From an optimization exercise on the open Yosys and OpenROAD flow, aimed at small area; shortcuts taken in it are not production practice. RTL that was checked went through simulation tests only; none was proved equivalent to the original. Power and IR drop assume default switching activity.

==> run a <==
==> flow/design.v <==
module inst_rom_loadable #(
    parameter int             A    = 8,
    parameter int             W    = 9,
    parameter int             CW   = 3,
    parameter logic [W-1:0]   FILL = '0
) (
    input  logic            Clk,
    input  logic            Reset_n,
    input  logic            LoadStart,
    input  logic            LoadValid,
    input  logic [CW-1:0]   LoadData,
    input  logic            LoadLast,
    output logic            LoadReady,
    output logic            LoadDone,
    output logic            LoadErr,
    output logic [A:0]      LoadCount,
    input  logic            FetchEn,
    input  logic [A-1:0]    InstAddress,
    output logic [W-1:0]    InstOut,
    output logic            InstValid
);
    localparam int CPW   = W / CW;
    localparam int CCW   = (CPW > 1) ? $clog2(CPW) : 1;
    localparam int DEPTH = 2 ** A;
    localparam int KB    = 3;
    localparam int K     = 2 ** KB;
    localparam int NPI   = DEPTH / K;
    localparam int NP    = (K + CPW - 1) / CPW;
    typedef enum logic [1:0] {
        S_IDLE  = 2'd0,
        S_LOAD  = 2'd1,
        S_READY = 2'd2
    } state_t;
    state_t              state_r;
    logic [CCW-1:0]      chunk_r;
    logic [W-CW-1:0]     partial_r;
    logic                load_ready_r;
    logic                load_done_r;
    logic                load_err_r;
    logic [A:0]          load_count_r;
    logic [W-1:0]        inst_out_r;
    logic                inst_valid_r;
    logic [A-1:0]        rot_r;
    logic [DEPTH-1:0][W-1:0] ring_r;
    logic [NP-1:0][W-1:0]    pend_r;
    logic [NP-1:0]           pend_v_r;
    logic                beat_s;
    logic                last_chunk_s;
    logic                wp_full_s;
    logic [W-1:0]        shifted_s;
    logic                mem_we_s;
    logic                fetch_s;
    always_comb begin
        shifted_s    = {partial_r, LoadData};
        last_chunk_s = (chunk_r == CCW'(CPW - 1));
        wp_full_s    = (load_count_r[A-1:0] == {A{1'b1}});
        beat_s       = (state_r == S_LOAD) & LoadValid & load_ready_r;
        fetch_s      = (state_r == S_READY) & FetchEn;
        mem_we_s     = beat_s & last_chunk_s;
    end
    logic [A-1:0]        ins_pos_base;    
    logic [NP-1:0]       ins_hit;
    logic                ins_any;
    logic [W-1:0]        ins_data;
    logic [A-1:0]        ins_pos;
    logic [NPI-1:0]      ins_en;
    always_comb begin
        ins_pos_base = rot_r + A'(2) - load_count_r[A-1:0];
        ins_any  = 1'b0;
        ins_data = pend_r[0];
        ins_pos  = ins_pos_base;
        for (int i = 0; i < NP; i++) begin
            ins_hit[i] = pend_v_r[i] & (KB'(ins_pos_base + A'(i)) == '0);
            if (ins_hit[i]) begin
                ins_any  = 1'b1;
                ins_data = pend_r[i];
                ins_pos  = ins_pos_base + A'(i);
            end
        end
        for (int j = 0; j < NPI; j++) begin
            ins_en[j] = ins_any & (ins_pos[A-1:KB] == (A-KB)'(j));
        end
    end
    always_ff @(posedge Clk) begin
        for (int p = 0; p < DEPTH; p++) begin
            if ((p % K) == 0 && ins_en[p / K])
                ring_r[p] <= ins_data;
            else
                ring_r[p] <= ring_r[(p + DEPTH - 1) % DEPTH];
        end
    end
    always_ff @(posedge Clk) begin
        if (mem_we_s) begin
            pend_r[0] <= shifted_s;
            for (int i = 1; i < NP; i++) pend_r[i] <= pend_r[i-1];
        end
    end
    logic [A:0]          diff_s;         
    logic                in_range_s;
    logic [A-1:0]        rd_pos;
    logic [W-1:0]        rd_data;
    always_comb begin
        diff_s     = load_count_r - {1'b0, InstAddress};
        in_range_s = ({1'b0, InstAddress} < load_count_r);
        rd_pos     = rot_r - InstAddress;
        rd_data    = ring_r[rd_pos];
        for (int i = 0; i < NP; i++) begin
            if (pend_v_r[i] && diff_s == (A+1)'(i + 1))
                rd_data = pend_r[i];
        end
    end
    always_ff @(posedge Clk or negedge Reset_n) begin
        if (!Reset_n) begin
            rot_r    <= '0;
            pend_v_r <= '0;
        end else begin
            rot_r <= rot_r + A'(1);
            for (int i = 0; i < NP; i++) begin
                if (ins_hit[i]) pend_v_r[i] <= 1'b0;
            end
            if (mem_we_s) begin
                pend_v_r[0] <= 1'b1;
                for (int i = 1; i < NP; i++)
                    pend_v_r[i] <= pend_v_r[i-1] & ~ins_hit[i-1];
            end
            if (LoadStart && state_r != S_LOAD) pend_v_r <= '0;
        end
    end
    always_ff @(posedge Clk or negedge Reset_n) begin
        if (!Reset_n) begin
            state_r      <= S_IDLE;
            chunk_r      <= '0;
            partial_r    <= '0;
            load_ready_r <= 1'b0;
            load_done_r  <= 1'b0;
            load_err_r   <= 1'b0;
            load_count_r <= '0;
            inst_out_r   <= '0;
            inst_valid_r <= 1'b0;
        end else begin
            case (state_r)
                S_IDLE: begin
                    inst_valid_r <= 1'b0;
                    if (LoadStart) begin
                        state_r      <= S_LOAD;
                        chunk_r      <= '0;
                        load_count_r <= '0;
                        load_done_r  <= 1'b0;
                        load_err_r   <= 1'b0;
                        load_ready_r <= 1'b1;
                    end
                end
                S_LOAD: begin
                    inst_valid_r <= 1'b0;
                    if (beat_s) begin
                        partial_r <= shifted_s[W-CW-1:0];
                        if (last_chunk_s) begin
                            chunk_r      <= '0;
                            load_count_r <= load_count_r + (A+1)'(1);
                            if (LoadLast || wp_full_s) begin
                                state_r      <= S_READY;
                                load_ready_r <= 1'b0;
                                load_done_r  <= 1'b1;
                            end
                        end else begin
                            chunk_r <= chunk_r + CCW'(1);
                            if (LoadLast) begin
                                state_r      <= S_READY;
                                load_ready_r <= 1'b0;
                                load_done_r  <= 1'b1;
                                load_err_r   <= 1'b1;
                                chunk_r      <= '0;
                            end
                        end
                    end
                end
                S_READY: begin
                    if (fetch_s) begin
                        inst_out_r   <= in_range_s ? rd_data : FILL;
                        inst_valid_r <= 1'b1;
                    end else begin
                        inst_valid_r <= 1'b0;
                    end
                    if (LoadStart) begin
                        state_r      <= S_LOAD;
                        chunk_r      <= '0;
                        load_count_r <= '0;
                        load_done_r  <= 1'b0;
                        load_err_r   <= 1'b0;
                        load_ready_r <= 1'b1;
                    end
                end
                default: begin
                    state_r      <= S_IDLE;
                    load_ready_r <= 1'b0;
                    load_done_r  <= 1'b0;
                    inst_valid_r <= 1'b0;
                end
            endcase
        end
    end
    assign LoadReady = load_ready_r;
    assign LoadDone  = load_done_r;
    assign LoadErr   = load_err_r;
    assign LoadCount = load_count_r;
    assign InstOut   = inst_out_r;
    assign InstValid = inst_valid_r;
endmodule
==> flow/run.sh <==
#!/bin/bash
# synth_recipe.tcl (not shown) runs the flow's synth.tcl, then flattens the netlist and writes it again
# the make line also repeats each setting of config.mk as NAME=value (left out here)
make -C /OpenROAD-flow-scripts/flow DESIGN_CONFIG=/design/flow/config.mk WORK_HOME=/design/flow/orfs CLKGATE_MAP_FILE= SYNTH_SCRIPT=/design/flow/synth_recipe.tcl finish
==> flow/config.mk <==
export PLATFORM = sky130hd
export DESIGN_NAME = inst_rom_loadable
export DESIGN_NICKNAME = inst_rom_loadable
export VERILOG_FILES = /design/flow/design.v
export SDC_FILE = /design/flow/constraint.sdc
export NUM_CORES = 4
export LEC_CHECK = 0
export CAP_MARGIN = 20
export CORE_MARGIN = 2
export CORE_UTILIZATION = 40
export SLEW_MARGIN = 20
==> flow/constraint.sdc <==
create_clock -name core_clock -period 4.0 [get_ports {Clk}]
set_input_delay 0.8000 -clock core_clock [delete_from_list [all_inputs] [get_ports {Clk}]]
set_output_delay 0.8000 -clock core_clock [all_outputs]
set_load 0.01 [all_outputs]
==> inputs of run b, as changes to run a <==
==> flow/design.v, changed modules only <==
module inst_rom_loadable #(
    parameter int             A    = 8,
    parameter int             W    = 9,
    parameter int             CW   = 3,
    parameter logic [W-1:0]   FILL = '0
) (
    input  logic            Clk,
    input  logic            Reset_n,
    input  logic            LoadStart,
    input  logic            LoadValid,
    input  logic [CW-1:0]   LoadData,
    input  logic            LoadLast,
    output logic            LoadReady,
    output logic            LoadDone,
    output logic            LoadErr,
    output logic [A:0]      LoadCount,
    input  logic            FetchEn,
    input  logic [A-1:0]    InstAddress,
    output logic [W-1:0]    InstOut,
    output logic            InstValid
);
    localparam int CPW   = W / CW;
    localparam int CCW   = (CPW > 1) ? $clog2(CPW) : 1;
    localparam int DEPTH = 2 ** A;
    typedef enum logic [1:0] {
        S_IDLE  = 2'd0,
        S_LOAD  = 2'd1,
        S_READY = 2'd2
    } state_t;
    state_t              state_r;
    logic [A-1:0]        wp_r;
    logic [CCW-1:0]      chunk_r;
    logic [W-CW-1:0]     partial_r;
    logic                load_ready_r;
    logic                load_done_r;
    logic                load_err_r;
    logic [A:0]          load_count_r;
    logic [W-1:0]        inst_out_r;
    logic                inst_valid_r;
    logic [W-1:0]        mem_r [DEPTH];
    logic                beat_s;
    logic                last_chunk_s;
    logic                wp_full_s;
    logic [W-1:0]        shifted_s;
    logic                mem_we_s;
    logic                fetch_s;
    logic                in_range_s;
    always_comb begin
        beat_s       = 1'b0;
        fetch_s      = 1'b0;
        shifted_s    = {partial_r, LoadData};
        last_chunk_s = (chunk_r == CCW'(CPW - 1));
        wp_full_s    = (wp_r == {A{1'b1}});
        in_range_s   = ({1'b0, InstAddress} < load_count_r);
        if (state_r == S_LOAD) begin
            beat_s = LoadValid & load_ready_r;
        end else begin
            beat_s = 1'b0;
        end
        if (state_r == S_READY) begin
            fetch_s = FetchEn;
        end else begin
            fetch_s = 1'b0;
        end
        mem_we_s = beat_s & last_chunk_s;
    end
    always_ff @(posedge Clk) begin
        if (mem_we_s) begin
            mem_r[wp_r] <= shifted_s;
        end
    end
    always_ff @(posedge Clk or negedge Reset_n) begin
        if (!Reset_n) begin
            state_r      <= S_IDLE;
            wp_r         <= '0;
            chunk_r      <= '0;
            partial_r    <= '0;
            load_ready_r <= 1'b0;
            load_done_r  <= 1'b0;
            load_err_r   <= 1'b0;
            load_count_r <= '0;
            inst_out_r   <= '0;
            inst_valid_r <= 1'b0;
        end else begin
            case (state_r)
                S_IDLE: begin
                    inst_valid_r <= 1'b0;
                    if (LoadStart) begin
                        state_r      <= S_LOAD;
                        wp_r         <= '0;
                        chunk_r      <= '0;
                        load_count_r <= '0;
                        load_done_r  <= 1'b0;
                        load_err_r   <= 1'b0;
                        load_ready_r <= 1'b1;
                    end
                end
                S_LOAD: begin
                    inst_valid_r <= 1'b0;
                    if (beat_s) begin
                        partial_r <= shifted_s[W-CW-1:0];
                        if (last_chunk_s) begin
                            chunk_r      <= '0;
                            wp_r         <= wp_r + A'(1);
                            load_count_r <= load_count_r + (A+1)'(1);
                            if (LoadLast || wp_full_s) begin
                                state_r      <= S_READY;
                                load_ready_r <= 1'b0;
                                load_done_r  <= 1'b1;
                            end
                        end else begin
                            chunk_r <= chunk_r + CCW'(1);
                            if (LoadLast) begin
                                state_r      <= S_READY;
                                load_ready_r <= 1'b0;
                                load_done_r  <= 1'b1;
                                load_err_r   <= 1'b1;
                                chunk_r      <= '0;
                            end
                        end
                    end
                end
                S_READY: begin
                    if (fetch_s) begin
                        inst_out_r   <= in_range_s ? mem_r[InstAddress] : FILL;
                        inst_valid_r <= 1'b1;
                    end else begin
                        inst_valid_r <= 1'b0;
                    end
                    if (LoadStart) begin
                        state_r      <= S_LOAD;
                        wp_r         <= '0;
                        chunk_r      <= '0;
                        load_count_r <= '0;
                        load_done_r  <= 1'b0;
                        load_err_r   <= 1'b0;
                        load_ready_r <= 1'b1;
                    end
                end
                default: begin
                    state_r      <= S_IDLE;
                    load_ready_r <= 1'b0;
                    load_done_r  <= 1'b0;
                    inst_valid_r <= 1'b0;
                end
            endcase
        end
    end
    assign LoadReady = load_ready_r;
    assign LoadDone  = load_done_r;
    assign LoadErr   = load_err_r;
    assign LoadCount = load_count_r;
    assign InstOut   = inst_out_r;
    assign InstValid = inst_valid_r;
endmodule
==> qor summary <==
Outcome: run b complete, no violations; run a complete, but fails checks
Violated checks: run b -; run a setup timing
Sequential portion of the cell area: run b 65.6%; run a 53.7%
Setup Fix Bufs, Post-CTS: run b 0; run a 37
Power of the clock network: run b 21.1 mW; run a 20.8 mW
Total area of multi-input combinational cells: run b 0.0202 mm^2; run a 0.0246 mm^2
Maximum operating frequency: run b 300 MHz; run a 243 MHz
Number of clock sinks seen by CTS: run b 2,343; run a 2,373
Data arrival at the endpoint of the critical path: run b 4.08 ns; run a 4.84 ns
Fraction of power consumed by the clock network: run b 38.1%; run a 43.2%
Arithmetic-cell share of the synthesized area counting full adders, half adders and majority gates: run b 0.176%; run a 0.632%
Die W: run b 484 um; run a 431 um
Detailed Place HPWL: run b 152,000 um; run a 122,000 um
Met3 wirelength from detailed routing: run b 16,600 um; run a 9730 um
Number of buffers created by CTS: run b 226; run a 213
Mapped cell area: run b 0.0923 mm^2; run a 0.0729 mm^2
Clock input transition at the sequential cells of the worst setup and hold paths: run b 0.06 ns; run a 0.07 ns
Peak fanout along the critical path: run b 38; run a 5
WL final: run b 240,000 um; run a 183,000 um
Function not checked in run b: the RTL went through the layout flow alone.

* * *

==> job 2082 <==
Another version of the RTL of inst_rom_loadable (not shown whole).
make LEC_CHECK=0 CAP_MARGIN=20 CORE_MARGIN=2 CORE_UTILIZATION=55 CTS_CLUSTER_DIAMETER=60 CTS_CLUSTER_SIZE=30 GPL_TIMING_DRIVEN=0 SETUP_SLACK_MARGIN=0.1 SLEW_MARGIN=20 SYNTH_HIERARCHICAL=1 finish   # period 4.0 ns
run.sh (not shown) runs the stock make flow with config.mk's settings and CLKGATE_MAP_FILE= SYNTH_SCRIPT=/design/flow/synth_recipe.tcl, a recipe that flattens the netlist after the stock synthesis.
==> job 5828: changes against job 2082 <==
Settings changed: CORE_UTILIZATION 55 to 65, GPL_TIMING_DRIVEN 0 to default, PLACE_DENSITY from default to 0.75, SETUP_SLACK_MARGIN 0.1 to 0.2.
==> qor summary <==
Routed via count: job 2082 42,280; job 5828 46,640
Transition at the pin with the smallest max-transition slack: job 2082 1.158 ns; job 5828 1.136 ns
Portion of total power attributed to sequential cells: job 2082 58.8%; job 5828 59.6%
Nonclk buf count: job 2082 205; job 5828 773
Met2 wirelength from detailed routing: job 2082 84,270 um; job 5828 89,820 um
Post-CTS resize count: job 2082 268; job 5828 13
Top Metal Used: job 2082 met4; job 5828 met5
R2R cell count: job 2082 14; job 5828 16
First-pass GRT wire length: job 2082 270,200 um; job 5828 289,400 um
Number of buffers added on ports: job 2082 37; job 5828 38
Standard-cell rows: job 2082 126; job 5828 116
Vias/cell: job 2082 6.366; job 5828 6.702
Status: job 2082 finished with violations; job 5828 complete, no violations
Layout check failures: job 2082 negative setup slack; job 5828 -
Maximum clock frequency: job 2082 0.2466 GHz; job 5828 0.2626 GHz

* * *

==> inputs of 08-13 <==
inst_rom_loadable, a different RTL version from the one above (not shown whole).
make LEC_CHECK=0 CAP_MARGIN=20 CORE_MARGIN=2 CORE_UTILIZATION=55 CTS_CLUSTER_DIAMETER=100 CTS_CLUSTER_SIZE=30 SETUP_SLACK_MARGIN=0.2 SLEW_MARGIN=20 SYNTH_HIERARCHICAL=1 finish   # period 4.0 ns
==> 06-26: changes against 08-13 <==
--- a/flow/config.mk
+++ b/flow/config.mk
@@ -7,9 +7,10 @@
 export LEC_CHECK = 0
 export CAP_MARGIN = 20
 export CORE_MARGIN = 2
-export CORE_UTILIZATION = 55
+export CORE_UTILIZATION = 60
 export CTS_CLUSTER_DIAMETER = 100
 export CTS_CLUSTER_SIZE = 30
-export SETUP_SLACK_MARGIN = 0.2
+export GPL_TIMING_DRIVEN = 0
+export SETUP_SLACK_MARGIN = 0.12
 export SLEW_MARGIN = 20
 export SYNTH_HIERARCHICAL = 1
==> summary of the runs <==
06-26 ran to the end with no violations. 08-13 finished clean. In 08-13 the first-iteration DRC count is higher than in 06-26, by 0.58%. Clock power is about the same in 08-13 and 06-26. Against 08-13, the worst setup slack of 06-26 is worse by 0.097 ns. Of 06-26 and 08-13, 08-13 has the higher final cell count (gap 6.2%, measured against 08-13). Of 06-26 and 08-13, 08-13 has the higher register-to-register slack (gap 0.12 ns). Of 08-13 and 06-26, 08-13 has the higher non-clock buffer count (gap 301). Of 06-26 and 08-13, 06-26 has the higher sequential share of layout area (gap 1.6 points). Against 06-26, the combinational power of 08-13 is larger by about 7%.

==> re-timing with driven ports <==
Ports are ideal in the flow. The routed layouts listed here were re-timed in OpenROAD. Step 1: set_driving_cell puts a clkbuf_16 on Clk and a buf_2 on each other input, an assumption about the parent block. Step 2 adds t to the input delays and takes it off the output delays; t is the mean of the earliest and latest rising clock arrival at the registers after step 1. Input paths then give back, and output paths get back, about the clock's delay inside the block. Three values: ideal ports, drivers, drivers and shift; two values: the first two.
run | shift t [ns] | setup WS [ns] | clock arrival spread, ns | slew at the worst register clock pin (ns) | worst data-port slew with drivers (ns)
run a | 0.923 | -0.111 / -0.111 / -0.974 | 0.036 / 0.035 | 0.07 / 0.07 | 0.04
run b | 0.939 | 0.662 / 0.693 / -0.246 | 0.048 / 0.048 | 0.07 / 0.07 | 0.08
job 2082 | 0.845 | -0.054 / -0.052 / -0.856 | 0.057 / 0.056 | 0.11 / 0.11 | 0.06
job 5828 | 0.853 | 0.192 / 0.192 / -0.598 | 0.034 / 0.035 | 0.10 / 0.10 | 0.04
08-13 | 0.794 | 0.210 / 0.233 / -0.525 | 0.035 / 0.035 | 0.12 / 0.12 | 0.04
06-26 | 0.793 | 0.114 / 0.113 / -0.595 | 0.030 / 0.030 | 0.12 / 0.12 | 0.13
Met with ideal ports but missed after step 2: setup timing in run b, job 5828, 08-13 and 06-26. For run b, which loses most, drivers alone change the setup slack by +0.031 ns; drivers and shift together by -0.908 ns.
